This design comes from an exercise in tuning for small area, a short achievable clock period and few clock cycles on the open sky130 flow, not from production work. In this exercise RTL edits were held to simulation tests only and were not proved equivalent to the original. In runs 1, 2 and 4 to 7 the design's own scripts or RTL, not TritonCTS, make the clock network. The clock port is modelled as an ideal driver, which makes a skipped or thinned clock tree look cheaper than it is; a real chip needs a root buffer or a tree. No activity file was given, so power comes from the tool's default toggle rates.

$ cat flow/run.sh
#!/bin/bash
# Layout: the standard flow with these changes.
#  - synthesis runs first, exactly as standard (synth.log);
#  - after synthesis, repair uses no delay cells (dont_use.tcl);
#  - port buffers are buf_1;
#  - flip-flops that drive an output buffer drive only it: their other
#    loads move to the buffer output; repair_design caps fanout (pre_resize.tcl);
#  - the CTS buffer tree is replaced by a two-level inverter tree, and the
#    post-CTS repair runs on that tree (post_cts.tcl).
#  - repair may resize cells to other footprints (MATCH_CELL_FOOTPRINT=0).
#  - one tie cell drives up to 8 constant-0 output ports (tie_merge.tcl, run
#    from pre_resize.tcl).
#  - output buffers sit next to the flip-flops that drive them (post_dp.tcl).
# The rest of the tools' output goes to standard.log.
set -e
bash standard.sh synth > synth.log 2>&1
F=$PWD/flow
export BUFFER_PORTS_ARGS="-buffer_cell sky130_fd_sc_hd__buf_1"
export PRE_FLOORPLAN_TCL=$F/dont_use.tcl
export FLOW_TIE_GROUP=8
export PRE_RESIZE_TCL=$F/pre_resize.tcl
export POST_DETAIL_PLACE_TCL=$F/post_dp.tcl
export PRE_CTS_TCL=$F/dont_use.tcl
export POST_CTS_TCL=$F/post_cts.tcl
export PRE_GLOBAL_ROUTE_TCL=$F/dont_use.tcl
export FLOW_MAX_FANOUT=16
bash standard.sh SKIP_CTS_REPAIR_TIMING=1 MATCH_CELL_FOOTPRINT=0 finish > standard.log 2>&1
$ cat flow/dont_use.tcl
# No delay cells in repair: they made slow fanout trees.
set_dont_use "sky130_fd_sc_hd__clkdlybuf4s* sky130_fd_sc_hd__dlygate4sd* sky130_fd_sc_hd__dlymetal6s*"
$ cat flow/inv_tree.tcl
# Two-level inverter clock tree: the clock port drives NL1 level-1 inverters,
# each drives NLEAF/NL1 leaf inverters, each leaf drives an equal share of the
# flip-flops. Groups come from recursive bisection of the flip-flop positions,
# so every flip-flop sees the same number of stages (two, so the clock keeps
# its polarity) and similar loads. Any existing clock tree (TritonCTS buffers
# and dummy loads) is removed first.

proc itree_bisect {items levels} {
  # items: list of {x y payload}; returns 2^levels groups of equal size
  if {$levels == 0} { return [list $items] }
  set xs {}; set ys {}
  foreach it $items { lappend xs [lindex $it 0]; lappend ys [lindex $it 1] }
  set xs [lsort -integer $xs]; set ys [lsort -integer $ys]
  set dx [expr {[lindex $xs end] - [lindex $xs 0]}]
  set dy [expr {[lindex $ys end] - [lindex $ys 0]}]
  set idx [expr {$dx >= $dy ? 0 : 1}]
  set s [lsort -integer -index $idx $items]
  set h [expr {[llength $s] / 2}]
  return [concat [itree_bisect [lrange $s 0 [expr {$h - 1}]] [expr {$levels - 1}]] \
                 [itree_bisect [lrange $s $h end] [expr {$levels - 1}]]]
}

proc itree_centroid {items} {
  set sx 0; set sy 0
  foreach it $items { set sx [expr {$sx + [lindex $it 0]}]; set sy [expr {$sy + [lindex $it 1]}] }
  set n [llength $items]
  return [list [expr {$sx / $n}] [expr {$sy / $n}]]
}

proc itree_build {port_name l1_levels leaf_levels l1_master leaf_master} {
  set db [ord::get_db]
  set block [ord::get_db_block]
  set port_net [$block findNet $port_name]

  # walk the existing clock network: flip-flop CLK pins are sinks, every other
  # cell on it is part of the old tree (or a dummy load) and goes away
  set sinks {}
  set old_insts {}
  set old_nets {}
  set todo [list $port_net]
  while {[llength $todo] > 0} {
    set net [lindex $todo 0]
    set todo [lrange $todo 1 end]
    foreach it [$net getITerms] {
      if {[$it isOutputSignal]} { continue }
      set inst [$it getInst]
      if {[[$it getMTerm] getName] == "CLK"} {
        lappend sinks $it
        continue
      }
      lappend old_insts $inst
      foreach ot [$inst getITerms] {
        if {[$ot isOutputSignal] && [$ot getNet] != "NULL"} {
          lappend old_nets [$ot getNet]
          lappend todo [$ot getNet]
        }
      }
    }
  }
  puts "itree: [llength $sinks] sinks, removing [llength $old_insts] old clock cells"
  foreach it $sinks { $it disconnect }
  foreach inst $old_insts { odb::dbInst_destroy $inst }
  foreach net $old_nets { odb::dbNet_destroy $net }

  set items {}
  foreach it $sinks {
    set inst [$it getInst]
    set bb [$inst getBBox]
    lappend items [list [expr {([$bb xMin] + [$bb xMax]) / 2}] [expr {([$bb yMin] + [$bb yMax]) / 2}] $it]
  }
  set lm [$db findMaster $leaf_master]
  set l1m [$db findMaster $l1_master]
  set l1_groups [itree_bisect $items $l1_levels]
  set gi 0
  set li 0
  foreach grp $l1_groups {
    set leaves [itree_bisect $grp $leaf_levels]
    set leaf_pts {}
    set l1_net [odb::dbNet_create $block "clknet_l1_$gi"]
    $l1_net setSigType CLOCK
    foreach leaf $leaves {
      set c [itree_centroid $leaf]
      set inst [odb::dbInst_create $block $lm "clkinv_leaf_$li"]
      set net [odb::dbNet_create $block "clknet_leaf_$li"]
      $net setSigType CLOCK
      [$inst findITerm Y] connect $net
      [$inst findITerm A] connect $l1_net
      foreach s $leaf { [lindex $s 2] connect $net }
      $inst setLocation [lindex $c 0] [lindex $c 1]
      $inst setPlacementStatus PLACED
      lappend leaf_pts [list [lindex $c 0] [lindex $c 1]]
      incr li
    }
    set c [itree_centroid $leaf_pts]
    set inst [odb::dbInst_create $block $l1m "clkinv_l1_$gi"]
    [$inst findITerm Y] connect $l1_net
    [$inst findITerm A] connect $port_net
    $inst setLocation [lindex $c 0] [lindex $c 1]
    $inst setPlacementStatus PLACED
    incr gi
  }
  puts "itree: $gi level-1 and $li leaf inverters"
}
$ cat flow/post_cts.tcl
# After CTS: replace the buffer tree with a two-level inverter tree
# (inv_tree.tcl), then legalize and repair as cts.tcl does.
source [file dirname [info script]]/dont_use.tcl
source [file dirname [info script]]/inv_tree.tcl
itree_build clock 2 2 sky130_fd_sc_hd__clkinv_16 sky130_fd_sc_hd__clkinv_8
detailed_placement
estimate_parasitics -placement
report_clock_latency
repair_timing_helper
detailed_placement
check_placement -verbose
$ cat flow/post_dp.tcl
# After detailed placement: put each output port buffer that is driven by a
# flip-flop right next to that flip-flop, so the buffer, not the flip-flop,
# drives the wire to the pin; then legalize again.
set block [ord::get_db_block]
set moved 0
foreach bt [$block getBTerms] {
  if {[$bt getIoType] != "OUTPUT"} { continue }
  set pnet [$bt getNet]
  if {$pnet == "NULL"} { continue }
  set drv ""
  foreach it [$pnet getITerms] { if {[$it isOutputSignal]} { set drv $it } }
  if {$drv == ""} { continue }
  set buf [$drv getInst]
  if {![string match "sky130_fd_sc_hd__buf_*" [[$buf getMaster] getName]]} { continue }
  set in_net [[$buf findITerm A] getNet]
  if {$in_net == "NULL"} { continue }
  set src ""
  foreach it [$in_net getITerms] { if {[$it isOutputSignal]} { set src $it } }
  if {$src == "" || [[$src getMTerm] getName] != "Q"} { continue }
  set ff [$src getInst]
  set loc [$ff getLocation]
  $buf setLocation [expr {[lindex $loc 0] + [[$ff getMaster] getWidth]}] [lindex $loc 1]
  incr moved
}
puts "post_dp: moved $moved output buffers next to their flip-flops"
detailed_placement
optimize_mirroring
check_placement -verbose
estimate_parasitics -placement
$ cat flow/pre_resize.tcl
# Before repair_design:
#  - a flip-flop that drives an output port's buffer hands its other loads to
#    the buffer's output, so the flip-flop itself drives only the buffer;
#  - cap the fanout so the wide control nets (shift and hold selects of the
#    block register) get buffer trees.
source [file dirname [info script]]/dont_use.tcl
source [file dirname [info script]]/tie_merge.tcl

set block [ord::get_db_block]
set moved 0
foreach bt [$block getBTerms] {
  if {[$bt getIoType] != "OUTPUT"} { continue }
  set pnet [$bt getNet]
  if {$pnet == "NULL"} { continue }
  set drv ""
  foreach it [$pnet getITerms] { if {[$it isOutputSignal]} { set drv $it } }
  if {$drv == ""} { continue }
  set buf [$drv getInst]
  if {![string match "sky130_fd_sc_hd__buf_*" [[$buf getMaster] getName]]} { continue }
  set in_net [[$buf findITerm A] getNet]
  if {$in_net == "NULL" || [llength [$in_net getBTerms]] > 0} { continue }
  set src ""
  foreach it [$in_net getITerms] { if {[$it isOutputSignal]} { set src $it } }
  if {$src == "" || [[$src getMTerm] getName] != "Q"} { continue }
  foreach it [$in_net getITerms] {
    if {$it == $src || [$it getInst] == $buf} { continue }
    $it disconnect
    $it connect $pnet
    incr moved
  }
}
puts "pre_resize: moved $moved loads behind output buffers"

set_max_fanout $::env(FLOW_MAX_FANOUT) [current_design]
$ cat flow/tie_merge.tcl
# After global placement: the constant-0 output ports each got a tie cell of their
# own; let one tie cell drive a group of FLOW_TIE_GROUP such ports.
set block [ord::get_db_block]
set cand {}
foreach inst [$block getInsts] {
  if {[[$inst getMaster] getName] != "sky130_fd_sc_hd__conb_1"} { continue }
  set lo [[$inst findITerm LO] getNet]
  set hi [[$inst findITerm HI] getNet]
  if {$hi != "NULL" || $lo == "NULL"} { continue }
  if {[llength [$lo getITerms]] != 1 || [llength [$lo getBTerms]] != 1} { continue }
  set bt [lindex [$lo getBTerms] 0]
  set name [$bt getName]
  set idx 0
  regexp {\[(\d+)\]} $name -> idx
  lappend cand [list $name $idx $inst $lo $bt]
}
set cand [lsort -integer -index 1 $cand]
set g $::env(FLOW_TIE_GROUP)
set removed 0
for {set i 0} {$i < [llength $cand]} {incr i $g} {
  set chunk [lrange $cand $i [expr {$i + $g - 1}]]
  set keep_net [lindex $chunk 0 3]
  foreach c [lrange $chunk 1 end] {
    lassign $c name idx inst net bt
    $bt disconnect
    $bt connect $keep_net
    [$inst findITerm LO] disconnect
    odb::dbInst_destroy $inst
    odb::dbNet_destroy $net
    incr removed
  }
}
puts "tie_merge: [llength $cand] tied ports, removed $removed tie cells"
$ cat standard.sh
#!/bin/bash
# synth_recipe.tcl (not shown) runs the flow's synth.tcl, then flattens the netlist and writes it again
# the make line also repeats each setting of config.mk as NAME=value (left out here)
make -C /OpenROAD-flow-scripts/flow DESIGN_CONFIG=/design/flow/config.mk WORK_HOME=/design/flow/orfs CLKGATE_MAP_FILE= SYNTH_SCRIPT=/design/flow/synth_recipe.tcl "${@:-finish}"
$ cat config.mk
export PLATFORM = sky130hd
export DESIGN_NAME = sha256_padder
export DESIGN_NICKNAME = sha256_padder
export VERILOG_FILES = /design/flow/design.v
export SDC_FILE = /design/flow/constraint.sdc
export NUM_CORES = 4
export LEC_CHECK = 0
export CAP_MARGIN = 20
export CORE_ASPECT_RATIO = 4
export CORE_MARGIN = 2
export CORE_UTILIZATION = 70
export SETUP_SLACK_MARGIN = 2.4
export SLEW_MARGIN = 20
$ cat constraint.sdc
create_clock -name core_clock -period 4.0 [get_ports {clock}]
set_input_delay 0.8000 -clock core_clock [delete_from_list [all_inputs] [get_ports {clock}]]
set_output_delay 0.8000 -clock core_clock [all_outputs]
set_load 0.01 [all_outputs]
$ cat design.v
`timescale 1ns/1ps
module sha256_padder (
	input  logic         clock,
	input  logic         regin_reset,
	input  logic         go,
	input  logic [5:0]   msg_len,
	input  logic [7:0]   mem_data,
	output logic [6:0]   mem_req,
	output logic [511:0] block,
	output logic         pad_rdy
);
	logic       idle;    
	logic       en;      
	logic [5:0] addr;    
	logic       clr;     
	logic       v0;      
	logic       vld;     
	logic       hd;      
	logic [5:0] len;     
	logic       accept;
	logic [7:0] msg [0:54];   
	logic       mark55;       
	assign accept  = go & idle;
	function automatic logic [5:0] dec6(input logic [5:0] x);
		for (int i = 0; i < 6; i++) begin
			dec6[i] = x[i] ^ ~|(x & ((6'd1 << i) - 6'd1));
		end
	endfunction
	assign mem_req = {en, addr};
	always_ff @(posedge clock) begin
		if (regin_reset) begin
			idle    <= 1'b1;
			en      <= 1'b0;
			clr     <= 1'b0;
			v0      <= 1'b0;
			vld     <= 1'b0;
			hd      <= 1'b1;
			pad_rdy <= 1'b0;
		end else begin
			idle    <= (idle & ~go) | ((clr | v0 | vld) & ~en);
			en      <= idle ? (go & (msg_len != 6'd0)) :
			           clr  ? (|len[5:1]) : (en & (addr != 6'd1));
			clr     <= accept;
			v0      <= en & clr;
			vld     <= en & ~clr;
			hd      <= ~accept & ~(en & ~clr);
			pad_rdy <= ((clr | v0 | vld) & ~en) | (pad_rdy & ~go);
		end
	end
	always_ff @(posedge clock) begin
		addr <= idle ? 6'd0 : clr ? dec6(len) : dec6(addr);
	end
	always_ff @(posedge clock) begin
		if (accept) begin
			len <= msg_len;
		end
	end
	always_ff @(posedge clock) begin
		msg[0] <= ({8{v0}} & mem_data) | ({8{clr}} & 8'h80) | ({8{~clr & ~v0}} & msg[0]);
		msg[1] <= ({8{vld}} & mem_data) | ({8{clr & en}} & 8'h80) | ({8{hd}} & msg[1]);
		for (int i = 2; i < 55; i++) begin
			msg[i] <= ({8{vld}} & msg[i - 1]) | ({8{hd}} & msg[i]);
		end
		mark55 <= (vld & msg[54][7]) | (hd & mark55);
	end
	always_comb begin
		block = '0;
		for (int i = 0; i < 55; i++) begin
			block[511 - 8 * i -: 8] = msg[i];
		end
		block[71] = mark55;
		block[8:3] = len;
	end
endmodule
==> impl_results.rst, run 1 <==
.. list-table::
   :header-rows: 1

   * - Metric
     - Value
   * - Final total negative setup slack
     - 0 ps
   * - Total core area
     - 20,500 um2
   * - Minimum clock period
     - 1590 ps
   * - Count of different cell masters after synthesis
     - 30
   * - DRC violations left
     - 0
   * - Post-synthesis area per instance
     - 12.9 um2
   * - Peak-usage layer in the global routing report
     - met2
   * - GP Congestion
     - 0.896
   * - Number of detailed-routing iterations run before antenna repair
     - 5
   * - DRT antenna net count
     - 0
   * - Grt met2 use
     - 64.0%
   * - Number of sinks on the clock net
     - 460
   * - Setup repair after global routing missed its margin
     - true
   * - Max-cap viol count
     - 0
   * - Combined buffer and inverter count along the critical path
     - 1
   * - Die W
     - 76.1 um
   * - Number of DRC markers in iteration 0
     - 617
   * - Clock slew at the register clock pins of the worst setup and hold paths
     - 100 ps
   * - Number of synthesized flops with an enable pin
     - 6
   * - Highest-count cells in the layout ignoring fill and taps
     - dfxtp_1 (452), a22o_1 (439), buf_1 (369)
   * - Worst slew margin
     - 53.6%
   * - Critical Path Start Type
     - flip-flop
   * - Die height
     - 292 um
   * - Final period util
     - 39.8%
   * - Leak pwr
     - 6.82 nW
   * - Worst path required time
     - 3200 ps
   * - Transition time of the tightest slew-check pin
     - 696 ps
   * - Final hold slack
     - 585 ps
   * - Register-to-register path setup slack
     - 2430 ps
   * - Max IR drop VDD
     - 0.000327 V
   * - Number of antenna violations at the first check in global routing
     - 1
   * - Number of input and output port buffers inserted
     - 471
   * - Total gr overflow
     - 0
   * - Synth Register Bits
     - 460
   * - Starting density of the core
     - 71.0%
   * - Average via count per standard cell
     - 6.08
   * - Async set or reset register ratio after synthesis
     - 0%
   * - Final Max Slew Viols
     - 0
   * - Met3 Use GR
     - 17.6%
   * - Highest cell delay on the worst timing path
     - 320 ps
   * - Cells along the critical path
     - buf_1
   * - Count of mapped cells out of synthesis
     - 1,127
   * - Proportion of layout cells with a drive suffix above 1
     - 13.3%
   * - Power Dens Cells
     - 411 nW/um2
   * - Number of rows created at floorplan
     - 105
   * - Peak fanout along the critical path
     - 3
   * - GR Util met1
     - 38.0%
   * - Layout-stage area growth over the synthesis result
     - 16.3%
   * - Delay-heaviest family, CP
     - flip-flops
   * - Number of nets in the layout
     - 1,561
   * - Wire length of the first global-routing pass
     - 67,800 um
   * - GRT Util Overall
     - 39.4%
   * - Achievable clock frequency
     - 628 MHz
   * - Final Skew
     - 13.4 ps
   * - Final instance count without filler cells
     - 1,803
   * - Register area
     - 9280 um2
   * - Most used DFF post-synth
     - dfxtp_1
   * - Number of top-level design ports
     - 537
   * - Critical path type
     - reg2out
   * - Synthesized area
     - 14,500 um2
   * - Inst Count DP
     - 1,781
   * - Combined area of the multi-input logic cells
     - 4250 um2
   * - Fillcell total
     - 1,184
   * - Most common cell after layout, fill and taps aside
     - dfxtp_1
   * - Tightest Hold Check Type
     - reg2reg
   * - Largest net degree at the start of global routing
     - 30
   * - Cell type of the slowest stage on the worst timing path
     - dfxtp_1
   * - Synthesis warning total
     - 2
   * - Final HPWL DP
     - 34,100 um
   * - Via count of the first global-routing pass
     - 10,900
   * - Die outline area
     - 22,200 um2
   * - Final routed wirelength across all metal layers
     - 45,700 um
   * - Routed WL per cell
     - 25.3 um
   * - Via count
     - 11,000
   * - Number of hold violations in the final report
     - 0
   * - Kind of end point of the critical path
     - output port
   * - Run status
     - timing/DRC/antenna clean
   * - Worst-skew pair later-pin latency
     - 190 ps
   * - CP arrival
     - 790 ps
   * - Finish-stage setup viols
     - 0
   * - Sequential area share after synthesis
     - 63.7%
[area by class of cell]
| cell class | count | area share (%) |
|---|---|---|
| multi-input cells | 498 | 25.2 |
| flip-flops and latches | 460 | 54.8 |
| well taps | 267 | 1.98 |
| inverters | 30 | 2.47 |
| diodes | 1 | 0.0148 |
| repair buffers | 547 | 15.5 |
[synthesized netlist by cell type (2+ instances only)]
master | n | share of area [%]
dfxtp_1 | 454 | 62
a22o_1 | 439 | 26
buf_2 | 86 | 3.0
buf_4 | 70 | 3.6
inv_1 | 10 | 0.26
nor2_1 | 8 | 0.21
clkbuf_1 | 7 | 0.18
ha_1 | 7 | 0.60
a211oi_1 | 6 | 0.31
edfxtp_1 | 6 | 1.2
nor2b_1 | 5 | 0.22
buf_6 | 4 | 0.31
and2_1 | 2 | 0.086
nand2_1 | 2 | 0.052
nor3_1 | 2 | 0.069
nor3b_1 | 2 | 0.10
nor4_1 | 2 | 0.086
xnor2_1 | 2 | 0.12
xor2_1 | 2 | 0.12
[power breakdown]
group	leakage, nW	internal (W)	total, W	switching, W
clock network	0.156	0.000271	0.00171	0.00144
logic	2.95	0.000181	0.000582	0.000401
registers	3.72	0.00464	0.00465	0.0000160
total	6.82	0.00509	0.00695	0.00186
[registers in the layout, summed over array words and instances (netlist names)]
register  count
mark55        1
vld           1
addr          6
idle          1
hd            1
en            1
len           6
v0            1
pad_rdy       1
msg         440
clr           1
[through the flow]
stage | power [W] | area [um2] | setup slack (ps) | utilization, %
global route | 0.00714 | 16900 | 2390 | 82.5
finish | 0.00695 | 16900 | 2410 | 82.5
floorplan | 0.00515 | 14800 | 2500 | -
detailed placement | 0.00523 | 16000 | 375 | 78.3
global placement | 0.00517 | 16000 | 2340 | 78.1
[worst paths after layout]
check | start | endpoint | cells past startpoint
max | msg[15][0] | block[384] | 1
min | len[0] | addr[0] | 2
max reg2reg | hd | msg[24][2] | 7
min reg2reg | len[0] | addr[0] | 2
[routing by layer]
layer	share of wire [%]	up-vias
li1	-	5008
met1	31	5112
met2	47	681
met3	12	160
met4	9.6	0
met5	0	-
[worst reg2reg max path, delay by kind of cell, from the launching register on]
family	cells	cell delay [ps]
AOI/OAI and AO/OA	1	250
buffers and inverters	6	850
DFF	1	350
[cell families (layout without fill, tap and decap cells)]
logic type / after synthesis / count (layout) / synth area share, %
compound gates: 451 / 451 / 27.1
xor+xnor: 4 / 4 / 0.241
fa+ha+maj: 7 / 7 / 0.602
buf+inv: 177 / 577 / 7.32
flops: 460 / 460 / 63.7
other cells: 1 / 10 / 0.0258
simple gates: 27 / 27 / 1.03
Testbench counts, summed over its fixed seeds: cycles 15,553.
==> run 2, diff against run 1 <==
--- a/config.mk
+++ b/config.mk
@@ -9,5 +9,5 @@
 export CORE_ASPECT_RATIO = 4
 export CORE_MARGIN = 2
 export CORE_UTILIZATION = 70
-export SETUP_SLACK_MARGIN = 2.4
+export SETUP_SLACK_MARGIN = 2.5
 export SLEW_MARGIN = 20
==> impl_results.rst, run 2 <==
.. list-table::
   :header-rows: 1

   * - Metric
     - Value
   * - Reg2Reg Launch Point
     - hd
   * - Sequential area share after synthesis
     - 63.7%
   * - Highest cell delay on the worst timing path
     - 360 ps
   * - Critical Path Most Common Cell
     - buf_12
   * - Routed WL per cell
     - 28.8 um
   * - Delay-heaviest family, CP
     - buffers and inverters
   * - Leak pwr
     - 8.50 nW
   * - DRT antenna net count
     - 0
   * - Setup repair after global routing missed its margin
     - true
   * - Die W
     - 76.1 um
   * - Average via count per standard cell
     - 6.50
   * - Layout-stage area growth over the synthesis result
     - 26.4%
   * - Worst path required time
     - 4090 ps
   * - Worst Min Path Start
     - msg[31][4]
   * - Register ranked first by flip-flop count
     - msg
   * - Transition time of the tightest slew-check pin
     - 509 ps
   * - Synthesis warning total
     - 2
   * - Post-synthesis area per instance
     - 12.9 um2
   * - Number of top-level design ports
     - 537
   * - Final HPWL DP
     - 34,200 um
   * - Power Dens Cells
     - 391 nW/um2
   * - Minimum clock period
     - 1600 ps
   * - Final instance count without filler cells
     - 1,837
   * - Highest-count cells in the layout ignoring fill and taps
     - a22o_1 (439), dfxtp_1 (438), clkbuf_2 (225)
   * - Number of DRC markers in iteration 0
     - 899
   * - Main area contributors after synthesis
     - dfxtp_1 (62%), a22o_1 (26%), buf_4 (3.6%)
   * - Max-cap viol count
     - 0
   * - Cell type of the slowest stage on the worst timing path
     - dfxtp_4
   * - Top cell type by total area after synthesis
     - dfxtp_1
   * - Final period util
     - 40.0%
   * - Final Max Slew Viols
     - 0
   * - Wire length of the first global-routing pass
     - 70,800 um
   * - Combined buffer and inverter count along the critical path
     - 7
   * - Number of antenna violations at the first check in global routing
     - 0
   * - Number of detailed-routing iterations run before antenna repair
     - 5
   * - Number of synthesized flops with an enable pin
     - 6
   * - Placed Area
     - 16,100 um2
   * - Critical path type
     - reg2reg
   * - Most used DFF post-synth
     - dfxtp_1
   * - Largest regs
     - msg: 440 flops, addr: 6 flops, len: 6 flops
   * - Top routing layer used
     - met4
   * - Die outline area
     - 22,200 um2
   * - Final routed wirelength across all metal layers
     - 52,900 um
   * - Number of rows created at floorplan
     - 105
   * - Total gr overflow
     - 0
   * - R2R Path End
     - msg[14][4]
   * - Synth Register Bits
     - 460
   * - Max IR drop VDD
     - 0.000319 V
   * - CP arrival
     - 1690 ps
   * - Library cell with the highest instance count after synthesis
     - dfxtp_1
   * - Commonest cells in the synthesized netlist
     - dfxtp_1 (454), a22o_1 (439), buf_2 (86), buf_4 (70), inv_1 (10)
   * - Worst hold path endpoint
     - msg[32][4]
   * - Register-to-register path setup slack
     - 2400 ps
   * - Count of mapped cells out of synthesis
     - 1,127
   * - Number of nets in the layout
     - 1,596
   * - GRT Util Overall
     - 41.5%
   * - Count of different cell masters after synthesis
     - 30
   * - Final total negative setup slack
     - 0 ps
   * - Total core area
     - 20,500 um2
   * - Largest net degree at the start of global routing
     - 30
   * - Peak fanout along the critical path
     - 8
   * - GP Congestion
     - 0.875
   * - Number of hold violations in the final report
     - 0
   * - Overall power consumption
     - 0.00718 W
   * - Synthesized area
     - 14,500 um2
   * - Clock slew at the register clock pins of the worst setup and hold paths
     - 110 ps
   * - Antenna cells
     - 0
   * - Async set or reset register ratio after synthesis
     - 0%
   * - Final Skew
     - 17.0 ps
   * - Worst slew margin
     - 65.9%
   * - Tightest Hold Check Type
     - reg2reg
   * - Flip-flop count of the largest register after layout
     - 440
   * - Die height
     - 292 um
   * - Area share of the largest cell type after synthesis
     - 62.5%
   * - Inst Count DP
     - 1,783
   * - Kind of end point of the critical path
     - flip-flop
   * - Cell area after layout
     - 18,400 um2
   * - DP Worst Slack
     - 264 ps
   * - Cells along the critical path
     - buf_12 -> buf_12 -> buf_12 -> buf_12 -> buf_8 -> buf_12 -> clkbuf_16 -> a22o_1
   * - Reg2Reg Depth
     - 8
   * - Worst-case setup margin in the final layout
     - 2400 ps
   * - Number of input and output port buffers inserted
     - 471
   * - Via count of the first global-routing pass
     - 11,200
   * - Worst-skew pair later-pin latency
     - 200 ps
   * - Most common cell after layout, fill and taps aside
     - a22o_1
   * - Proportion of layout cells with a drive suffix above 1
     - 38.3%
   * - DRC violations left
     - 0
   * - Critical Path Start Type
     - flip-flop
   * - Number of sinks on the clock net
     - 460
   * - Achievable clock frequency
     - 626 MHz
   * - Finish-stage setup viols
     - 0
   * - M1 WL
     - 15,600 um
   * - Instance count along the most critical hold path
     - 2
   * - Starting density of the core
     - 71.0%
   * - Via count
     - 11,900
   * - Wire length on met2
     - 25,100 um
   * - Run status
     - timing/DRC/antenna clean
   * - Met3 layer wire length in the routed design
     - 6590 um
-- run 2: cell types whose count changed in the layout (fill, tap and decap cells not counted), sizes merged --
cell / change
clkbuf: +114
diode: -1
buf: -79
-- run 2: area by class of cell --
type | count | area [um2]
fillers | 875 | 2100
inverters | 30 | 425
multi-input cells | 498 | 4330
flip-flops and latches | 460 | 9290
well taps | 267 | 334
repair buffers | 582 | 4010
-- run 2: how the worst max path moves through the flow --
stage / cells past startpoint / startpoint / endpoint / slack (ps)
2_1_floorplan: 3 / go / en / 2500
3_3_place_gp: 2 / hd / msg[39][3] / 2190
3_5_place_dp: 8 / hd / msg[13][2] / 260
5_1_grt: 8 / len[1] / addr[3] / 2340
6_report: 8 / hd / msg[14][4] / 2400
-- run 2: power breakdown --
part	leakage, nW	switching, W	internal [W]
clock network	0.156	0.00151	0.000269
registers	3.73	0.0000205	0.00464
logic	4.62	0.000460	0.000288
total	8.50	0.00199	0.00520
-- run 2: logic make-up (layout without fill, tap and decap cells) --
group / Yosys count / after routing / share of synthesized area, %
AOI/OAI and AO/OA: 451 / 451 / 27.1
xor gates and xnor gates: 4 / 4 / 0.241
adders and majority gates: 7 / 7 / 0.602
buffers and inverters: 177 / 612 / 7.32
DFF: 460 / 460 / 63.7
other: 1 / 9 / 0.0258
and+or+nand+nor: 27 / 27 / 1.03
-- run 2: metal layers --
metal  vias to the layer above  GRT usage [%]
met3                       270           19.4
met2                       991           67.0
met4                         0           35.1
li1                       5075              -
met5                         -              0
met1                      5608           38.6
-- run 2: per-stage QoR --
stage                     hold WS, ps  utilization (%)
final                             586             89.8
after detailed placement          555             78.4
after global placement            451             78.2
after global routing              613             89.8
after floorplan                   441                -
-- run 2: worst register-to-register path, cell delays in order (launching register included) --
cell       delay (ps)
dfxtp_4           360
buf_12            130
buf_12            130
buf_12            120
buf_12            120
buf_8             130
buf_12            130
clkbuf_16         150
a22o_1            220
==> run 3, diff against run 2 <==
--- a/config.mk
+++ b/config.mk
@@ -9,5 +9,5 @@
 export CORE_ASPECT_RATIO = 4
 export CORE_MARGIN = 2
 export CORE_UTILIZATION = 70
-export SETUP_SLACK_MARGIN = 2.5
+export SETUP_SLACK_MARGIN = 2.55
 export SLEW_MARGIN = 20
==> impl_results.rst, run 3 <==
.. list-table::
   :header-rows: 1

   * - Metric
     - Value
   * - Synth Area in Compound Gates
     - 27.1%
   * - First logged error message
     - [ERROR DPL-0038] Utilization greater than 100%, impossible to legalize
   * - Top cell type by total area after synthesis
     - dfxtp_1
   * - Combinational family with the most area after synthesis
     - compound AO/OA/AOI/OAI gates
   * - Run status
     - did not finish
   * - Worst ep type
     - top-level output
   * - Die W
     - 76.1 um
   * - Synthesized area
     - 14,500 um2
   * - Mux share of post-synthesis cell area
     - 0%
   * - Library cell with the highest instance count after synthesis
     - dfxtp_1
   * - Number of rows created at floorplan
     - 105
   * - Final HPWL DP
     - 34,600 um
   * - Largest net degree at the start of global routing
     - 30
   * - Die height
     - 292 um
   * - Count of different cell masters after synthesis
     - 30
   * - Count of mapped cells out of synthesis
     - 1,127
   * - Number of input and output port buffers inserted
     - 471
   * - Most used DFF post-synth
     - dfxtp_1
   * - Stage where the flow stopped
     - global routing (5_1_grt)
   * - Placed Area
     - 16,100 um2
   * - GP Congestion
     - 0.963
   * - Number of sinks on the clock net
     - 460
   * - Synth Area in XOR/XNOR
     - 0.241%
   * - Worst endpoint after global-route timing repair
     - block[6]
   * - Area share of the largest cell type after synthesis
     - 62.5%
   * - Number of synthesized flops with an enable pin
     - 6
   * - Commonest cells in the synthesized netlist
     - dfxtp_1 (454), a22o_1 (439), buf_2 (86), buf_4 (70), inv_1 (10)
   * - Post-synthesis area per instance
     - 12.9 um2
   * - Number of top-level design ports
     - 537
   * - Main area contributors after synthesis
     - dfxtp_1 (62%), a22o_1 (26%), buf_4 (3.6%)
   * - Sequential area share after synthesis
     - 63.7%
   * - Post-synthesis adder-cell area fraction
     - 0.602%
   * - Async set or reset register ratio after synthesis
     - 0%
   * - Basic-gate share of the synthesized area counting and, or, nand and nor cells
     - 1.03%
   * - Synthesis warning total
     - 2
   * - Starting density of the core
     - 71.0%
   * - Synth Register Bits
     - 460
-- run 3: logic make-up after synthesis --
logic type      count (synthesis)
other cells                     1
simple gates                   27
compound gates                451
xor+xnor                        4
buf+inv                       177
fa+ha+maj                       7
flops                         460
-- run 3: how the worst min path moves through the flow --
stage | slack (ps) | cells after the start | start | end
detailed placement | 560 | 1 | clr | vld
global placement | 450 | 1 | msg[54][3] | msg[54][3]
floorplan | 440 | 1 | mark55 | mark55
-- run 3: per-stage QoR --
stage / cells / TNS (ps) / setup slack [ps]
3_3_place_gp: 1770 / 0 / 2250
2_1_floorplan: 1191 / 0 / 2570
3_5_place_dp: 1780 / -2910 / -199
-- run 3: power by group through the flow --
stage	Sequential (W)	Clock (W)	Combinational, W
after floorplan	0.00479	0	0.000355
after global placement	0.00482	0	0.000346
after detailed placement	0.00476	0	0.000473
==> run 4, diff against run 3 <==
--- a/design.v
+++ b/design.v
@@ -17,6 +17,7 @@
 	logic       vld;     
 	logic       hd;      
 	logic [5:0] len;     
+	logic [5:0] lenq;    
 	logic       accept;
 	logic [7:0] msg [0:54];   
 	logic       mark55;       
@@ -54,6 +55,7 @@
 		if (accept) begin
 			len <= msg_len;
 		end
+		lenq <= len;
 	end
 	always_ff @(posedge clock) begin
 		msg[0] <= ({8{v0}} & mem_data) | ({8{clr}} & 8'h80) | ({8{~clr & ~v0}} & msg[0]);
@@ -69,6 +71,6 @@
 			block[511 - 8 * i -: 8] = msg[i];
 		end
 		block[71] = mark55;
-		block[8:3] = len;
+		block[8:3] = lenq;
 	end
 endmodule
--- a/config.mk
+++ b/config.mk
@@ -9,5 +9,5 @@
 export CORE_ASPECT_RATIO = 4
 export CORE_MARGIN = 2
 export CORE_UTILIZATION = 70
-export SETUP_SLACK_MARGIN = 2.55
+export SETUP_SLACK_MARGIN = 2.4
 export SLEW_MARGIN = 20
==> impl_results.rst, run 4 <==
.. list-table::
   :header-rows: 1

   * - Metric
     - Value
   * - Overall power consumption
     - 0.00708 W
   * - Critical Path Most Common Cell
     - buf_12
   * - GRT Util Overall
     - 38.0%
   * - Tightest Hold Check Type
     - reg2reg
   * - Number of antenna violations at the first check in global routing
     - 0
   * - Final HPWL DP
     - 31,900 um
   * - Main area contributors after synthesis
     - dfxtp_1 (63%), a22o_1 (26%), buf_4 (3.6%)
   * - Critical Path Start Type
     - flip-flop
   * - Cells along the critical path
     - buf_12 -> buf_12 -> buf_12 -> buf_12 -> buf_12 -> buf_12 -> clkbuf_16 -> a22o_1
   * - Total core area
     - 20,700 um2
   * - Average via count per standard cell
     - 6.00
   * - GP Congestion
     - 0.817
   * - Critical path type
     - reg2reg
   * - Number of detailed-routing iterations run before antenna repair
     - 5
   * - Register-to-register path setup slack
     - 2410 ps
   * - Final Skew
     - 13.4 ps
   * - Antenna cells
     - 0
   * - Reg2Reg Launch Point
     - hd
   * - Library cell with the highest instance count after synthesis
     - dfxtp_1
   * - Kind of end point of the critical path
     - flip-flop
   * - DRT antenna net count
     - 0
   * - Via count
     - 11,000
   * - Minimum clock period
     - 1590 ps
   * - Run status
     - timing/DRC/antenna clean
   * - Commonest cells in the synthesized netlist
     - dfxtp_1 (460), a22o_1 (439), buf_2 (86), buf_4 (70), inv_1 (10)
   * - Routed WL per cell
     - 24.5 um
   * - Final hold slack
     - 410 ps
   * - Highest-count cells in the layout ignoring fill and taps
     - dfxtp_1 (458), a22o_1 (439), buf_1 (370)
   * - Final total negative setup slack
     - 0 ps
   * - Count of mapped cells out of synthesis
     - 1,133
   * - Clock slew at the register clock pins of the worst setup and hold paths
     - 100 ps
   * - Synthesis warning total
     - 2
   * - Reg2Reg Depth
     - 8
   * - Worst slew margin
     - 52.7%
   * - Async set or reset register ratio after synthesis
     - 0%
   * - Leak pwr
     - 7.03 nW
   * - Critical Path End
     - msg[36][6]
   * - Starting density of the core
     - 70.9%
   * - Number of nets in the layout
     - 1,589
   * - Most used DFF post-synth
     - dfxtp_1
   * - Final routed wirelength across all metal layers
     - 44,900 um
   * - Synth Register Bits
     - 466
   * - Flip-flop count of the largest register after layout
     - 440
   * - Max-cap viol count
     - 0
   * - Via count of the first global-routing pass
     - 10,700
   * - Placed Area
     - 16,100 um2
   * - Worst setup startpoint
     - hd
   * - Finish-stage setup viols
     - 0
   * - Peak fanout along the critical path
     - 8
   * - Highest cell delay on the worst timing path
     - 380 ps
   * - Wire length of the first global-routing pass
     - 65,800 um
   * - Proportion of layout cells with a drive suffix above 1
     - 14.5%
   * - Sequential area share after synthesis
     - 64.0%
   * - Register ranked first by flip-flop count
     - msg
   * - Largest net degree at the start of global routing
     - 31
   * - Max IR drop VDD
     - 0.000361 V
   * - Number of input and output port buffers inserted
     - 471
   * - Area share of the largest cell type after synthesis
     - 62.8%
   * - Number of DRC markers in iteration 0
     - 702
   * - Final Max Slew Viols
     - 0
   * - Power Dens Cells
     - 408 nW/um2
   * - Final period util
     - 39.8%
   * - Setup repair after global routing missed its margin
     - true
   * - Post-synthesis area per instance
     - 12.9 um2
   * - Worst path required time
     - 4090 ps
   * - Cell area after layout
     - 17,300 um2
   * - Top cell type by total area after synthesis
     - dfxtp_1
   * - Worst-case setup margin in the final layout
     - 2410 ps
   * - Worst-skew pair later-pin latency
     - 190 ps
   * - Register area
     - 9400 um2
   * - Most common cell after layout, fill and taps aside
     - dfxtp_1
   * - CP arrival
     - 1680 ps
   * - Number of synthesized flops with an enable pin
     - 6
   * - Total gr overflow
     - 0
   * - Cell type of the slowest stage on the worst timing path
     - dfxtp_4
   * - Achievable clock frequency
     - 628 MHz
   * - DP Worst Slack
     - -61.6 ps
   * - Number of rows created at floorplan
     - 106
   * - Layout-stage area growth over the synthesis result
     - 18.2%
   * - Number of hold violations in the final report
     - 0
   * - Die height
     - 294 um
   * - Combined area of the multi-input logic cells
     - 4260 um2
   * - Number of sinks on the clock net
     - 466
   * - Transition time of the tightest slew-check pin
     - 709 ps
   * - R2R Path End
     - msg[36][6]
   * - DRC violations left
     - 0
   * - Die W
     - 76.4 um
   * - Synthesized area
     - 14,700 um2
   * - Count of different cell masters after synthesis
     - 30
   * - Number of top-level design ports
     - 537
   * - Die outline area
     - 22,400 um2
   * - Fillcell total
     - 1,139
-- run 4: changes by cell type after synthesis, sizes merged --
| cell | delta |
|---|---|
| dfxtp | +6 |
-- run 4: kinds of logic after synthesis --
kind of cell	after synthesis	synth area share, %
and+or+nand+nor	27	1.02
DFF	466	64.0
AOI/OAI and AO/OA	451	26.8
buffers and inverters	177	7.26
adders and majority gates	7	0.597
other	1	0.0256
xor gates and xnor gates	4	0.239
-- run 4: report_power, final --
group          leakage, nW  switching [W]  internal [W]  total, W
logic                 3.11       0.000411      0.000214  0.000625
registers             3.77      0.0000220       0.00470   0.00472
clock network        0.156        0.00146      0.000270   0.00173
total                 7.03        0.00189       0.00519   0.00708
-- run 4: metrics by stage --
step           instances  utilization, %
2_1_floorplan       1197               -
3_3_place_gp        1777            77.9
3_5_place_dp        1786            78.0
5_1_grt             1833            83.8
6_report            1833            83.8
-- run 4: worst min path at each step --
| stage | from | endpoint | slack [ps] | depth (start not counted) |
|---|---|---|---|---|
| 2_1_floorplan | len[4] | lenq[4] | 350 | 0 |
| 3_3_place_gp | len[4] | lenq[4] | 380 | 0 |
| 3_5_place_dp | len[4] | lenq[4] | 380 | 0 |
| 5_1_grt | len[4] | lenq[4] | 430 | 0 |
| 6_report | len[4] | lenq[4] | 410 | 0 |
-- run 4: per-layer routing --
metal / global-route usage, % / share of wire, % / up-vias
met5: 0 / 0 / -
met4: 26.3 / 7.9 / 0
met3: 19.0 / 14 / 121
li1: - / - / 5069
met1: 39.8 / 32 / 5088
met2: 58.7 / 46 / 722
-- run 4: critical path: cells and delay by family (launching register included) --
kind / cells / cell delay (ps)
DFF: 1 / 380
buffers and inverters: 7 / 900
AOI/OAI and AO/OA: 1 / 220
-- run 4: cell type report --
cell class,instances,share of cell area [%]
flip-flops and latches,466,54.2
multi-input cells,498,24.6
repair buffers,569,16.9
inverters,30,2.41
well taps,270,1.95
Testbench counts of run 4, summed over its fixed seeds: cycles 15,553.
==> run 5, diff against run 4 <==
--- a/config.mk
+++ b/config.mk
@@ -9,5 +9,5 @@
 export CORE_ASPECT_RATIO = 4
 export CORE_MARGIN = 2
 export CORE_UTILIZATION = 70
-export SETUP_SLACK_MARGIN = 2.4
+export SETUP_SLACK_MARGIN = 2.45
 export SLEW_MARGIN = 20
==> impl_results.rst, run 5 <==
.. list-table::
   :header-rows: 1

   * - Metric
     - Value
   * - Total core area
     - 20,700 um2
   * - Die height
     - 294 um
   * - Run status
     - timing/DRC/antenna clean
   * - DRC violations left
     - 0
   * - Async set or reset register ratio after synthesis
     - 0%
   * - Number of input and output port buffers inserted
     - 471
   * - Main area contributors after synthesis
     - dfxtp_1 (63%), a22o_1 (26%), buf_4 (3.6%)
   * - Worst setup startpoint
     - hd
   * - Fillcell total
     - 1,075
   * - Via count
     - 11,300
   * - Worst slew margin
     - 51.2%
   * - DP Worst Slack
     - -61.6 ps
   * - Number of sinks on the clock net
     - 466
   * - Number of hold violations in the final report
     - 0
   * - Area share of the largest cell type after synthesis
     - 62.8%
   * - Highest-count cells in the layout ignoring fill and taps
     - dfxtp_1 (458), a22o_1 (439), clkbuf_2 (380)
   * - Reg2Reg Launch Point
     - hd
   * - Count of mapped cells out of synthesis
     - 1,133
   * - Inst Count DP
     - 1,786
   * - Synth Area in Compound Gates
     - 26.8%
   * - Number of synthesized flops with an enable pin
     - 6
   * - Clock group share of total power
     - 24.3%
   * - Number of antenna violations at the first check in global routing
     - 0
   * - Instance count along the most critical hold path
     - 0
   * - Placed Area
     - 16,100 um2
   * - Most used DFF post-synth
     - dfxtp_1
   * - Number of DRC markers in iteration 0
     - 907
   * - Synth Area in XOR/XNOR
     - 0.239%
   * - Finish-stage setup viols
     - 0
   * - Switching power total
     - 0.00190 W
   * - Switching share of power
     - 26.7%
   * - Count of different cell masters after synthesis
     - 30
   * - Worst-case setup margin in the final layout
     - 2400 ps
   * - Final routed wirelength across all metal layers
     - 46,800 um
   * - Via count of the first global-routing pass
     - 10,700
   * - Minimum clock period
     - 1600 ps
   * - Number of top-level design ports
     - 537
   * - Most common cell after layout, fill and taps aside
     - dfxtp_1
   * - Number of detailed-routing iterations run before antenna repair
     - 5
   * - Combinational Power Share
     - 9.4%
   * - GP Congestion
     - 0.817
   * - Mux share of post-synthesis cell area
     - 0%
   * - Proportion of layout cells with a drive suffix above 1
     - 31.6%
   * - Die W
     - 76.4 um
   * - Final hold slack
     - 411 ps
   * - Transition time of the tightest slew-check pin
     - 731 ps
   * - Clock slew at the register clock pins of the worst setup and hold paths
     - 100 ps
   * - Sequential area share after synthesis
     - 64.0%
   * - Final total negative setup slack
     - 0 ps
   * - CP arrival
     - 1680 ps
   * - Final Skew
     - 10.0 ps
   * - Final Max Slew Viols
     - 0
   * - Routed WL per cell
     - 25.5 um
   * - Max IR drop VDD
     - 0.000365 V
   * - Synthesis warning total
     - 2
   * - Max-cap viol count
     - 0
   * - Kind of end point of the critical path
     - flip-flop
   * - Peak fanout along the critical path
     - 8
   * - Layout-stage area growth over the synthesis result
     - 22.1%
   * - Critical Path Start Type
     - flip-flop
   * - GRT Util Overall
     - 38.3%
   * - Commonest cells in the synthesized netlist
     - dfxtp_1 (460), a22o_1 (439), buf_2 (86), buf_4 (70), inv_1 (10)
   * - Final period util
     - 40.0%
   * - Worst path required time
     - 4080 ps
   * - Wire length of the first global-routing pass
     - 66,400 um
   * - Basic-gate share of the synthesized area counting and, or, nand and nor cells
     - 1.02%
   * - Post-synthesis adder-cell area fraction
     - 0.597%
   * - Library cell with the highest instance count after synthesis
     - dfxtp_1
   * - Worst-skew pair later-pin latency
     - 190 ps
   * - Worst Min Path Start
     - len[4]
   * - Achievable clock frequency
     - 626 MHz
   * - Flip-flop count of the largest register after layout
     - 440
   * - DRT antenna net count
     - 0
   * - Cell area after layout
     - 17,900 um2
   * - Leak pwr
     - 8.03 nW
   * - Combinational family with the most area after synthesis
     - compound AO/OA/AOI/OAI gates
   * - Register ranked first by flip-flop count
     - msg
   * - Power Dens Cells
     - 398 nW/um2
   * - Total gr overflow
     - 0
   * - Tightest Hold Check Type
     - reg2reg
   * - Flop pwr share
     - 66.4%
   * - Synth Register Bits
     - 466
   * - Post-synthesis area per instance
     - 12.9 um2
   * - Synthesized area
     - 14,700 um2
   * - Average via count per standard cell
     - 6.12
   * - Starting density of the core
     - 70.9%
   * - Die outline area
     - 22,400 um2
   * - Largest net degree at the start of global routing
     - 31
   * - Number of rows created at floorplan
     - 106
   * - Top cell type by total area after synthesis
     - dfxtp_1
   * - Critical path type
     - reg2reg
   * - Final HPWL DP
     - 31,900 um
   * - Antenna cells
     - 0
   * - Number of nets in the layout
     - 1,595
   * - Final instance count without filler cells
     - 1,839
   * - Setup repair after global routing missed its margin
     - true
   * - Power Internal
     - 0.00522 W
   * - Reg2Reg Depth
     - 8
[run 5: cell counts after synthesis]
Identical to the previous run, type by type.
[run 5: critical path, cell delays in order (launching register included)]
cell	delay, ps
dfxtp_4	380
buf_12	140
buf_12	120
buf_12	110
buf_12	120
buf_12	120
buf_12	130
clkbuf_16	150
a22o_1	220
[run 5: area by class of cell]
type,count,area [um2],area share [%]
sequential,466,9400,52.5
inverter,30,418,2.33
tap,270,338,1.89
timing repair buffer,575,3490,19.5
multi-input combinational,498,4260,23.8
[run 5: cell families after synthesis]
group           after synthesis
other cells                   1
fa+ha+maj                     7
simple gates                 27
xor+xnor                      4
buf+inv                     177
compound gates              451
flops                       466
[run 5: path summary, 6_finish.rpt]
| path | to | slack [ps] |
|---|---|---|
| setup / recovery | msg[35][6] | 2400 |
| setup reg to reg | msg[35][6] | 2400 |
| hold reg to reg | lenq[4] | 410 |
| hold / removal | lenq[4] | 410 |
[run 5: power groups by stage]
stage	logic [W]	clock network, W	registers, W
2_1_floorplan	0.000354	0	0.00486
3_3_place_gp	0.000362	0	0.00488
3_5_place_dp	0.000464	0	0.00483
5_1_grt	0.000700	0.00188	0.00473
6_report	0.000666	0.00173	0.00473
[run 5: through the flow]
stage                     power, W  util (%)
after floorplan            0.00521         -
after detailed placement   0.00529      78.0
after global routing       0.00732      86.5
after global placement     0.00524      77.9
final                      0.00712      86.5
[run 5: layer usage]
layer	global-route usage, %	routed length, um
met2	60.9	22200
met5	0	0
met3	17.7	5990
met1	41.2	15200
met4	22.7	3460
==> run 6, diff against run 5 <==
--- a/design.v
+++ b/design.v
@@ -17,7 +17,6 @@
 	logic       vld;     
 	logic       hd;      
 	logic [5:0] len;     
-	logic [5:0] lenq;    
 	logic       accept;
 	logic [7:0] msg [0:54];   
 	logic       mark55;       
@@ -55,7 +54,6 @@
 		if (accept) begin
 			len <= msg_len;
 		end
-		lenq <= len;
 	end
 	always_ff @(posedge clock) begin
 		msg[0] <= ({8{v0}} & mem_data) | ({8{clr}} & 8'h80) | ({8{~clr & ~v0}} & msg[0]);
@@ -71,6 +69,6 @@
 			block[511 - 8 * i -: 8] = msg[i];
 		end
 		block[71] = mark55;
-		block[8:3] = lenq;
+		block[8:3] = len;
 	end
 endmodule
--- a/flow/run.sh
+++ b/flow/run.sh
@@ -4,7 +4,8 @@
 #  - after synthesis, repair uses no delay cells (dont_use.tcl);
 #  - port buffers are buf_1;
 #  - flip-flops that drive an output buffer drive only it: their other
-#    loads move to the buffer output; repair_design caps fanout (pre_resize.tcl);
+#    loads move to the buffer output; wide nets get balanced buffer trees,
+#    repair_design caps fanout (pre_resize.tcl);
 #  - the CTS buffer tree is replaced by a two-level inverter tree, and the
 #    post-CTS repair runs on that tree (post_cts.tcl).
 #  - repair may resize cells to other footprints (MATCH_CELL_FOOTPRINT=0).
@@ -23,5 +24,5 @@
 export PRE_CTS_TCL=$F/dont_use.tcl
 export POST_CTS_TCL=$F/post_cts.tcl
 export PRE_GLOBAL_ROUTE_TCL=$F/dont_use.tcl
-export FLOW_MAX_FANOUT=16
+export FLOW_MAX_FANOUT=40
 bash standard.sh SKIP_CTS_REPAIR_TIMING=1 MATCH_CELL_FOOTPRINT=0 finish > standard.log 2>&1
==> flow/ftree.tcl (new file) <==
# Wide nets (the shift and hold selects of the block register) get a
# one-level buffer tree: the loads are split by recursive bisection of their
# positions into 2^FLOW_FTREE_LEVELS equal groups, each driven by one buffer
# at its centroid. Uses itree_bisect / itree_centroid from inv_tree.tcl.
source [file dirname [info script]]/inv_tree.tcl

proc ftree_build {min_loads levels buf_name} {
  set db [ord::get_db]
  set block [ord::get_db_block]
  set bm [$db findMaster $buf_name]
  set wide {}
  foreach net [$block getNets] {
    if {[$net getSigType] != "SIGNAL"} { continue }
    if {[llength [$net getBTerms]] > 0} { continue }
    if {[llength [$net getITerms]] <= $min_loads} { continue }
    set is_clock 0
    foreach it [$net getITerms] {
      if {[[$it getMTerm] getName] == "CLK"} { set is_clock 1; break }
    }
    if {!$is_clock} { lappend wide $net }
  }
  set k 0
  foreach net $wide {
    set items {}
    set drv ""
    foreach it [$net getITerms] {
      if {[$it isOutputSignal]} { set drv $it; continue }
      set bb [[$it getInst] getBBox]
      lappend items [list [expr {([$bb xMin] + [$bb xMax]) / 2}] [expr {([$bb yMin] + [$bb yMax]) / 2}] $it]
    }
    if {$drv == ""} { continue }
    set groups [itree_bisect $items $levels]
    foreach grp $groups {
      set c [itree_centroid $grp]
      set inst [odb::dbInst_create $block $bm "ftree_buf_$k"]
      set sub [odb::dbNet_create $block "ftree_net_$k"]
      foreach s $grp {
        set it [lindex $s 2]
        $it disconnect
        $it connect $sub
      }
      [$inst findITerm A] connect $net
      [$inst findITerm X] connect $sub
      $inst setLocation [lindex $c 0] [lindex $c 1]
      $inst setPlacementStatus PLACED
      incr k
    }
    puts "ftree: [$net getName] [llength $items] loads -> [llength $groups] buffers"
  }
}
--- a/flow/pre_resize.tcl
+++ b/flow/pre_resize.tcl
@@ -1,8 +1,8 @@
 # Before repair_design:
 #  - a flip-flop that drives an output port's buffer hands its other loads to
 #    the buffer's output, so the flip-flop itself drives only the buffer;
-#  - cap the fanout so the wide control nets (shift and hold selects of the
-#    block register) get buffer trees.
+#  - the wide control nets (shift and hold selects of the block register) get
+#    a balanced buffer tree (ftree.tcl), and fanout is capped for the rest.
 source [file dirname [info script]]/dont_use.tcl
 source [file dirname [info script]]/tie_merge.tcl
 
@@ -31,4 +31,7 @@
 }
 puts "pre_resize: moved $moved loads behind output buffers"
 
+source [file dirname [info script]]/ftree.tcl
+ftree_build 100 4 sky130_fd_sc_hd__buf_4
+
 set_max_fanout $::env(FLOW_MAX_FANOUT) [current_design]
--- a/config.mk
+++ b/config.mk
@@ -9,5 +9,5 @@
 export CORE_ASPECT_RATIO = 4
 export CORE_MARGIN = 2
 export CORE_UTILIZATION = 70
-export SETUP_SLACK_MARGIN = 2.45
+export SETUP_SLACK_MARGIN = 2.4
 export SLEW_MARGIN = 20
==> impl_results.rst, run 6 <==
.. list-table::
   :header-rows: 1

   * - Metric
     - Value
   * - Run status
     - timing/DRC/antenna clean
   * - DRC violations left
     - 0
   * - Worst-skew pair later-pin latency
     - 180 ps
   * - Tightest Hold Check Type
     - reg2reg
   * - GP Congestion
     - 0.896
   * - Worst slew margin
     - 66.0%
   * - Count of different cell masters after synthesis
     - 30
   * - Max IR drop VDD
     - 0.000388 V
   * - Sequential area share after synthesis
     - 63.7%
   * - Final routed wirelength across all metal layers
     - 46,600 um
   * - Async set or reset register ratio after synthesis
     - 0%
   * - Final Max Slew Viols
     - 0
   * - Synth Register Bits
     - 460
   * - Die outline area
     - 22,200 um2
   * - Combined buffer and inverter count along the critical path
     - 1
   * - Core Util, Final
     - 83.4%
   * - Proportion of layout cells with a drive suffix above 1
     - 16.2%
   * - Top cell type by total area after synthesis
     - dfxtp_1
   * - Synthesized area
     - 14,500 um2
   * - GRT Util Overall
     - 40.0%
   * - Number of synthesized flops with an enable pin
     - 6
   * - Final hold slack
     - 627 ps
   * - Number of detailed-routing iterations run before antenna repair
     - 4
   * - Number of input and output port buffers inserted
     - 471
   * - Final Skew
     - 8.35 ps
   * - Starting density of the core
     - 71.0%
   * - Library cell with the highest instance count after synthesis
     - dfxtp_1
   * - Number of nets in the layout
     - 1,590
   * - Cells along the critical path
     - buf_1
   * - Cell type of the slowest stage on the worst timing path
     - dfxtp_1
   * - Number of rows created at floorplan
     - 105
   * - Number of sinks on the clock net
     - 460
   * - Largest regs
     - msg: 440 flops, addr: 6 flops, len: 6 flops
   * - Post-synthesis area per instance
     - 12.9 um2
   * - Leak pwr
     - 7.01 nW
   * - Final instance count without filler cells
     - 1,832
   * - Die height
     - 292 um
   * - Delay-heaviest family, CP
     - flip-flops
   * - Number of top-level design ports
     - 537
   * - Largest net degree at the start of global routing
     - 41
   * - Overall power consumption
     - 0.00698 W
   * - CP arrival
     - 800 ps
   * - Die W
     - 76.1 um
   * - Final HPWL DP
     - 34,500 um
   * - Register ranked first by flip-flop count
     - msg
   * - Average via count per standard cell
     - 6.04
   * - Kind of end point of the critical path
     - output port
   * - Clock slew at the register clock pins of the worst setup and hold paths
     - 100 ps
   * - Via count
     - 11,100
   * - Peak fanout along the critical path
     - 3
   * - Via count of the first global-routing pass
     - 11,200
   * - Total gr overflow
     - 0
   * - Most common cell after layout, fill and taps aside
     - dfxtp_1
   * - Worst path required time
     - 3200 ps
   * - Final total negative setup slack
     - 0 ps
   * - Highest cell delay on the worst timing path
     - 330 ps
   * - Most used DFF post-synth
     - dfxtp_1
   * - Layout-stage area growth over the synthesis result
     - 17.5%
   * - Max-cap viol count
     - 0
   * - Flip-flop count of the largest register after layout
     - 440
   * - Highest-count cells in the layout ignoring fill and taps
     - dfxtp_1 (451), a22o_1 (439), buf_1 (348)
   * - Count of mapped cells out of synthesis
     - 1,127
   * - Setup repair after global routing missed its margin
     - true
   * - Total core area
     - 20,500 um2
   * - Critical path type
     - reg2out
   * - Inst Count DP
     - 1,811
   * - Number of antenna violations at the first check in global routing
     - 1
   * - Critical Path Start Type
     - flip-flop
   * - Area share of the largest cell type after synthesis
     - 62.5%
   * - Transition time of the tightest slew-check pin
     - 508 ps
   * - Finish-stage setup viols
     - 0
   * - DRT antenna net count
     - 0
   * - Power Dens Cells
     - 409 nW/um2
   * - Number of hold violations in the final report
     - 0
   * - Commonest cells in the synthesized netlist
     - dfxtp_1 (454), a22o_1 (439), buf_2 (86), buf_4 (70), inv_1 (10)
   * - Synthesis warning total
     - 2
   * - Number of DRC markers in iteration 0
     - 698
   * - Main area contributors after synthesis
     - dfxtp_1 (62%), a22o_1 (26%), buf_4 (3.6%)
   * - Achievable clock frequency
     - 627 MHz
   * - Final period util
     - 39.9%
   * - Routed WL per cell
     - 25.4 um
   * - Fillcell total
     - 1,142
   * - Minimum clock period
     - 1600 ps
   * - Wire length of the first global-routing pass
     - 68,200 um
run 6: worst paths after layout:
path                            slack, ps        from    endpoint  cells after the start
worst max register to register       2420      len[0]     addr[5]                      7
worst min register to register        630   msg[9][6]  msg[10][6]                      2
worst min-delay path                  630   msg[9][6]  msg[10][6]                      2
worst max-delay path                 2400  msg[47][7]  block[135]                      1
run 6: worst min-delay path: stages, from the launching register on:
cell and delay, ps:
dfxtp_1 320, clkbuf_2 160, a22o_1 130
run 6: layer usage:
| metal | vias up | track usage [%] | share of wire, % |
|---|---|---|---|
| li1 | 5066 | - | - |
| met1 | 5172 | 38.2 | 31 |
| met2 | 682 | 66.5 | 48 |
| met4 | 0 | 31.7 | 9.0 |
| met3 | 145 | 16.5 | 12 |
| met5 | - | 0 | 0 |
run 6: final cells by class:
class	count	area, um2	area share, %
Antenna cell	1	2.50	0.0146
Tap cell	267	334	1.95
Timing Repair Buffer	480	2090	12.2
Buffer	96	721	4.22
Multi-Input combinational cell	498	4250	24.9
Inverter	30	418	2.45
Sequential cell	460	9280	54.3
run 6: kinds of logic after synthesis:
kind of cell    Yosys count  synth area share (%)
simple gates             27                  1.03
flops                   460                  63.7
xor+xnor                  4                 0.241
fa+ha+maj                 7                 0.602
other cells               1                0.0258
compound gates          451                  27.1
buf+inv                 177                  7.32
run 6: power by group:
part	switching, W	total (W)	internal [W]
Sequential	0.0000340	0.00467	0.00464
Combinational	0.000390	0.000587	0.000197
Clock	0.00146	0.00172	0.000269
Total	0.00188	0.00698	0.00511
run 6: metrics by stage:
step / instance area, um2 / setup slack, ps
global placement: 16000 / 2340
detailed placement: 16500 / 1610
finish: 17100 / 2400
global route: 17100 / 2350
floorplan: 14800 / 2500
Testbench counts of run 6, summed over its fixed seeds: cycles 15,553.
==> run 7, diff against run 6 <==
--- a/config.mk
+++ b/config.mk
@@ -9,5 +9,5 @@
 export CORE_ASPECT_RATIO = 4
 export CORE_MARGIN = 2
 export CORE_UTILIZATION = 70
-export SETUP_SLACK_MARGIN = 2.4
+export SETUP_SLACK_MARGIN = 2.5
 export SLEW_MARGIN = 20
==> impl_results.rst, run 7 <==
.. list-table::
   :header-rows: 1

   * - Metric
     - Value
   * - Sequential area share after synthesis
     - 63.7%
   * - Worst Min Path Start
     - msg[31][4]
   * - Tightest Hold Check Type
     - reg2reg
   * - Critical path type
     - reg2out
   * - Flop pwr share
     - 66.0%
   * - Number of hold violations in the final report
     - 0
   * - Run status
     - timing/DRC/antenna clean
   * - Via count of the first global-routing pass
     - 11,300
   * - Layout-stage area growth over the synthesis result
     - 24.3%
   * - Kind of end point of the critical path
     - output port
   * - Worst-case setup margin in the final layout
     - 2410 ps
   * - Total core area
     - 20,500 um2
   * - Number of antenna violations at the first check in global routing
     - 0
   * - Worst setup startpoint
     - len[2]
   * - Met3 layer wire length in the routed design
     - 6820 um
   * - Synthesized area
     - 14,500 um2
   * - Post-synthesis area per instance
     - 12.9 um2
   * - Top routing layer used
     - met4
   * - Most used DFF post-synth
     - dfxtp_1
   * - Antenna cells
     - 0
   * - Flip-flop count of the largest register after layout
     - 440
   * - Switching share of power
     - 27.4%
   * - Worst slew margin
     - 65.0%
   * - Clock group share of total power
     - 24.7%
   * - Via count
     - 12,000
   * - Number of nets in the layout
     - 1,572
   * - Number of input and output port buffers inserted
     - 471
   * - Most common cell after layout, fill and taps aside
     - a22o_1
   * - Number of top-level design ports
     - 537
   * - Achievable clock frequency
     - 629 MHz
   * - Clock slew at the register clock pins of the worst setup and hold paths
     - 110 ps
   * - Transition time of the tightest slew-check pin
     - 522 ps
   * - Critical Path Start Type
     - flip-flop
   * - Final Max Slew Viols
     - 0
   * - Power Internal
     - 0.00514 W
   * - Die W
     - 76.1 um
   * - Switching power total
     - 0.00193 W
   * - GRT Util Overall
     - 42.2%
   * - GP Congestion
     - 0.875
   * - Cell type of the slowest stage on the worst timing path
     - edfxtp_1
   * - Peak fanout along the critical path
     - 4
   * - Leak pwr
     - 8.36 nW
   * - Number of synthesized flops with an enable pin
     - 6
   * - Wire length on met2
     - 26,100 um
   * - Combined buffer and inverter count along the critical path
     - 1
   * - Average via count per standard cell
     - 6.61
   * - Die outline area
     - 22,200 um2
   * - Worst-skew pair later-pin latency
     - 190 ps
   * - Highest-count cells in the layout ignoring fill and taps
     - a22o_1 (439), dfxtp_1 (436), clkbuf_2 (219)
   * - Commonest cells in the synthesized netlist
     - dfxtp_1 (454), a22o_1 (439), buf_2 (86), buf_4 (70), inv_1 (10)
   * - Top cell type by total area after synthesis
     - dfxtp_1
   * - CP arrival
     - 790 ps
   * - Cells along the critical path
     - buf_6
   * - Largest net degree at the start of global routing
     - 41
   * - Highest cell delay on the worst timing path
     - 430 ps
   * - DP Worst Slack
     - 434 ps
   * - Total gr overflow
     - 0
   * - Library cell with the highest instance count after synthesis
     - dfxtp_1
   * - Power Dens Cells
     - 391 nW/um2
   * - Async set or reset register ratio after synthesis
     - 0%
   * - Combinational Power Share
     - 9.3%
   * - Wire length of the first global-routing pass
     - 71,800 um
   * - Finish-stage setup viols
     - 0
   * - Max-cap viol count
     - 0
   * - Count of different cell masters after synthesis
     - 30
   * - Starting density of the core
     - 71.0%
   * - Max IR drop VDD
     - 0.000369 V
   * - Synthesis warning total
     - 2
   * - Largest regs
     - msg: 440 flops, addr: 6 flops, len: 6 flops
   * - Final total negative setup slack
     - 0 ps
   * - Minimum clock period
     - 1590 ps
   * - Final Skew
     - 16.9 ps
   * - Count of mapped cells out of synthesis
     - 1,127
   * - M1 WL
     - 15,500 um
   * - Number of rows created at floorplan
     - 105
   * - Delay-heaviest family, CP
     - flip-flops
   * - Die height
     - 292 um
   * - Proportion of layout cells with a drive suffix above 1
     - 38.5%
   * - Final HPWL DP
     - 33,800 um
   * - Reg2Reg Launch Point
     - len[1]
   * - Register ranked first by flip-flop count
     - msg
   * - Final period util
     - 39.8%
   * - Number of detailed-routing iterations run before antenna repair
     - 8
   * - Area share of the largest cell type after synthesis
     - 62.5%
   * - Main area contributors after synthesis
     - dfxtp_1 (62%), a22o_1 (26%), buf_4 (3.6%)
   * - Number of sinks on the clock net
     - 460
   * - Number of DRC markers in iteration 0
     - 1,085
   * - Setup repair after global routing missed its margin
     - true
   * - DRC violations left
     - 0
   * - Final routed wirelength across all metal layers
     - 54,200 um
   * - Synth Register Bits
     - 460
   * - Routed WL per cell
     - 29.9 um
   * - DRT antenna net count
     - 0
   * - Worst path required time
     - 3200 ps
==> run 7: cell types whose count changed in the layout (fill, tap and decap cells not counted), sizes merged <==
cell / previous run / this run
buf: 458 / 318
clkbuf: 118 / 240
diode: 1 / 0
==> run 7: worst paths after layout <==
check                           depth (start not counted)  slack [ps]          to
worst min-delay path                                    2         590  msg[32][4]
worst max register to register                          8        2440     addr[3]
worst max-delay path                                    1        2410    block[5]
worst min register to register                          2         590  msg[32][4]
==> run 7: power groups by stage <==
stage | Combinational, W | Sequential [W] | Clock (W)
final | 0.000658 | 0.00466 | 0.00175
after global routing | 0.000683 | 0.00467 | 0.00188
after detailed placement | 0.000489 | 0.00477 | 0
after global placement | 0.000346 | 0.00483 | 0
after floorplan | 0.000354 | 0.00479 | 0
==> run 7: per-layer routing <==
metal  vias up  track usage, %
li1       5024               -
met1      5708            38.9
met2       969            69.2
met3       274            19.2
met4         0            35.7
met5         -               0
==> run 7: layout make-up <==
class / instances / area (um2)
Inverter: 30 / 418
Fill cell: 965 / 2410
Sequential cell: 460 / 9300
Multi-Input combinational cell: 498 / 4330
Tap cell: 267 / 334
Buffer: 48 / 360
Timing Repair Buffer: 510 / 3350
==> run 7: through the flow <==
step	area, um2	hold WS [ps]	instances	total power [W]	util (%)
after global routing	18100	613	1813	0.00724	88.2
after detailed placement	16200	630	1776	0.00526	79.2
final	18100	586	1813	0.00707	88.2
after global placement	16000	451	1773	0.00518	78.2
after floorplan	14800	441	1191	0.00515	-
==> run 7: kinds of logic (layout without fill, tap and decap cells) <==
| family | Yosys count | in the layout | synth area share (%) |
|---|---|---|---|
| flip-flops | 460 | 460 | 63.7 |
| AO/OA/AOI/OAI | 451 | 451 | 27.1 |
| buffers and inverters | 177 | 588 | 7.32 |
| AND/OR/NAND/NOR | 27 | 27 | 1.03 |
| adder cells (fa/ha/maj) | 7 | 7 | 0.602 |
| XOR/XNOR | 4 | 4 | 0.241 |
| other | 1 | 9 | 0.0258 |

-- static timing again, ports no longer ideal --
In the flow no input, the clock included, has a driving cell. The finished layouts below were timed again as built, in two steps.
Step 1 (the two cells are an assumption about what drives the block):
set clk [get_ports {clock}]
set_driving_cell -lib_cell sky130_fd_sc_hd__clkbuf_16 $clk
set_driving_cell -lib_cell sky130_fd_sc_hd__buf_2 [delete_from_list [all_inputs] $clk]
Step 2 times the ports against the registers' clock, not the clock port: input delays grow and output delays shrink by t, the midpoint of the rising clock arrivals with the driver on.
a / b / c = ideal / step 1 / step 2; a / b = the first two.
| run | t, ns | slack for setup (ns) | clock arrival spread, ns | slew at the worst register clock pin (ns) |
|---|---|---|---|---|
| run 1 | 0.403 | 2.407 / 2.182 / 2.296 | 0.020 / 0.020 | 0.11 / 0.11 |
| run 2 | 0.415 | 2.401 / 2.210 / 2.288 | 0.022 / 0.023 | 0.11 / 0.11 |
| run 4 | 0.411 | 2.408 / 2.180 / 2.286 | 0.018 / 0.019 | 0.11 / 0.11 |
| run 5 | 0.411 | 2.401 / 2.216 / 2.320 | 0.011 / 0.011 | 0.11 / 0.11 |
| run 6 | 0.408 | 2.404 / 2.179 / 2.277 | 0.015 / 0.014 | 0.10 / 0.10 |
| run 7 | 0.410 | 2.409 / 2.182 / 2.192 | 0.020 / 0.020 | 0.11 / 0.11 |
After both steps setup and hold are still met in every run listed. For run 7, which loses most, drivers alone change the setup slack by -0.227 ns; drivers and shift together by -0.217 ns.
